What follows belongs to an exercise in optimizing a design on an open flow for small area and a short achievable clock period; a production flow would make more cautious choices. In this exercise RTL edits were held to simulation tests only and were not proved equivalent to the original.

Setup of north:
Design adpll_mesh_top, start of the top module:
module adpll_mesh_top
(
    input  wire                          clk258_x,
    input  wire                          rst_n_i,
    input  wire                          cfg_req_i,
    input  wire                          cfg_we_i,
    input  wire [4-1:0]  cfg_addr_i,
    input  wire [16-1:0]  cfg_wdata_i,
    output logic                         cfg_ack_o,
    output logic [16-1:0] cfg_rdata_o,
    input  wire                          ref_i,      
    output logic [3:0]                   gen_o,      
    output logic [3:0]                   div8_o
);
==> flow/config.mk <==
export PLATFORM = sky130hd
export DESIGN_NAME = adpll_mesh_top
export DESIGN_NICKNAME = adpll_mesh_top
export VERILOG_FILES = /design/flow/design.v
export SDC_FILE = /design/flow/constraint.sdc
export NUM_CORES = 4
export LEC_CHECK = 0
export CAP_MARGIN = 20
export CORE_MARGIN = 2
export CORE_UTILIZATION = 60
export SLEW_MARGIN = 20
==> flow/constraint.sdc <==
create_clock -name core_clock -period 15.0 [get_ports {clk258_x}]
set_input_delay 3.0000 -clock core_clock [delete_from_list [all_inputs] [get_ports {clk258_x}]]
set_output_delay 3.0000 -clock core_clock [all_outputs]
set_load 0.01 [all_outputs]
standard.sh (not shown) runs the stock make flow with config.mk's settings and CLKGATE_MAP_FILE= SYNTH_SCRIPT=/design/flow/synth_recipe.tcl, a recipe that flattens the netlist after the stock synthesis.
==> flow/flow/run.sh <==
#!/bin/bash
# Standard layout, with timing repair aimed below the clock period: the repair
# steps (floorplan, CTS, global route) keep working on every path slower than
# the clock period less SETUP_SLACK_MARGIN. The constraints are unchanged.
set -euo pipefail
bash standard.sh SETUP_SLACK_MARGIN=8.75 TNS_END_PERCENT=20 finish > standard_flow.log 2>&1
Edits applied to the flow inputs when going from north to south:
- a change of CORE_UTILIZATION from 60 to 40
-- flow/flow/run.sh --
<<< north, line 5
set -euo pipefail
bash standard.sh SETUP_SLACK_MARGIN=8.75 TNS_END_PERCENT=20 finish > standard_flow.log 2>&1
>>> south, line 5
set -euo pipefail
bash standard.sh SETUP_SLACK_MARGIN=9.0 finish > standard_flow.log 2>&1
## What came out
The flow did not stop early for south: all stages ran, and the layout cleared the timing, design-rule and antenna checks.
Comparing north and south, utilization is higher on north.
Diff north..south | mean instance size in the synthesized netlist | unchanged
~same fmax in north and south
The final worst setup slack reported for south is smaller than that of north by 17 ps.
Worst setup path startpoint = u_pd_22_left.err_o[3]$_DFFE_PN0N_: north; worst setup path startpoint = u_pd_22_left.err3_o[4]$_DFFE_PN0N_: south
For east, these inputs were changed with respect to south:
- changing CORE_UTILIZATION from 40 to 60
-- flow/flow/run.sh --
<<< south, line 5
set -euo pipefail
bash standard.sh SETUP_SLACK_MARGIN=9.0 finish > standard_flow.log 2>&1
>>> east, line 5
set -euo pipefail
bash standard.sh SETUP_SLACK_MARGIN=8.5 TNS_END_PERCENT=10 finish > standard_flow.log 2>&1
Results
- Comparing maximum clock rate for east and south, the smaller number came from south.
- east ended with less routed wire length than south.
- Final area: east < south
- Count of fill cells added during filler insertion in east is 6,066 lower than in south
- Global-route wire length before repair sits lower in east than in south.
- Between east and south, number of cells upsized or downsized after cts is lower for east, south comes in above that.
- Going from south to east, non-clock buffer count in the final layout lower, total via count after detailed routing lost 1,445.
Inputs modified between east and west:
- CORE_UTILIZATION: 60 -> 50
-- flow/flow/run.sh --
<<< east, line 5
set -euo pipefail
bash standard.sh SETUP_SLACK_MARGIN=8.5 TNS_END_PERCENT=10 finish > standard_flow.log 2>&1
>>> west, line 5
set -euo pipefail
bash standard.sh SETUP_SLACK_MARGIN=8.5 finish > standard_flow.log 2>&1
- No stage failed in west, and the final checks on the layout all came back clean.
- [compare] base=east new=west: relative area of non-clock buffer cells in the final design comparable; period utilization was more or less identical; non-clock buffer count went up by 9.

---

Starting RTL as in the previous note.
clock: 15.0 ns
lec_check: 0
cap_margin: 20
core_margin: 2
core_utilization: 50
slew_margin: 20
==> flow/flow/run.sh <==
#!/bin/bash
# Standard layout, with timing repair aimed below the clock period: the repair
# steps (floorplan, CTS, global route) keep working on every path slower than
# the clock period less SETUP_SLACK_MARGIN. The constraints are unchanged.
set -euo pipefail
bash standard.sh SETUP_SLACK_MARGIN=8.25 TNS_END_PERCENT=10 finish > standard_flow.log 2>&1
Then changed:
--- a/flow/flow/run.sh
+++ b/flow/flow/run.sh
@@ -4,3 +4,3 @@
 # the clock period less SETUP_SLACK_MARGIN. The constraints are unchanged.
 set -euo pipefail
-bash standard.sh SETUP_SLACK_MARGIN=8.25 TNS_END_PERCENT=10 finish > standard_flow.log 2>&1
+bash standard.sh SETUP_SLACK_MARGIN=9.0 TNS_END_PERCENT=10 finish > standard_flow.log 2>&1
=> The changed run passed the timing, design-rule and antenna checks. Global-route usage came out higher by 0.28 points. Utilization came out higher by 2.2 points. Cell area came out higher by 4.1%. Clock skew came out higher by 4.0 ps. Area after synthesis does not change. Routed wire length came out higher by 3.2%.

## separate check: timing with driven ports
No port has a modelled driver above. Below, the same layouts with a new extraction and two added sets of constraints. Step 1 (the two cells are an assumption about what drives the block):
set clk [get_ports {clk258_x}]
set_driving_cell -lib_cell sky130_fd_sc_hd__clkbuf_16 $clk
set_driving_cell -lib_cell sky130_fd_sc_hd__buf_2 [delete_from_list [all_inputs] $clk]
Step 2, shift: input delay + t, output delay - t, t = (earliest + latest rising clock arrival at the registers) / 2. This alone moves slack from input paths to output paths. Slacks: ideal ports / drivers / drivers and shift; pairs: ideal ports / drivers.
| run | shift t [ns] | setup WS [ns] | worst slew at a driven data input, ns |
|---|---|---|---|
| north | 0.752 | 8.615 / 8.615 / 8.265 | 0.09 |
| south | 0.823 | 8.599 / 8.599 / 8.599 | 0.05 |
| east | 0.760 | 8.626 / 8.626 / 8.626 | 0.19 |
| west | 0.787 | 8.609 / 8.609 / 8.312 | 0.05 |
| the first run of note 2 | 0.786 | 8.413 / 8.413 / 8.282 | 0.05 |
| the second run of note 2 | 0.800 | 8.789 / 8.789 / 8.512 | 0.05 |
After both steps every run listed still meets setup and hold. For north, which loses most, drivers alone change the setup slack by 0.000 ns; drivers and shift together by -0.350 ns.
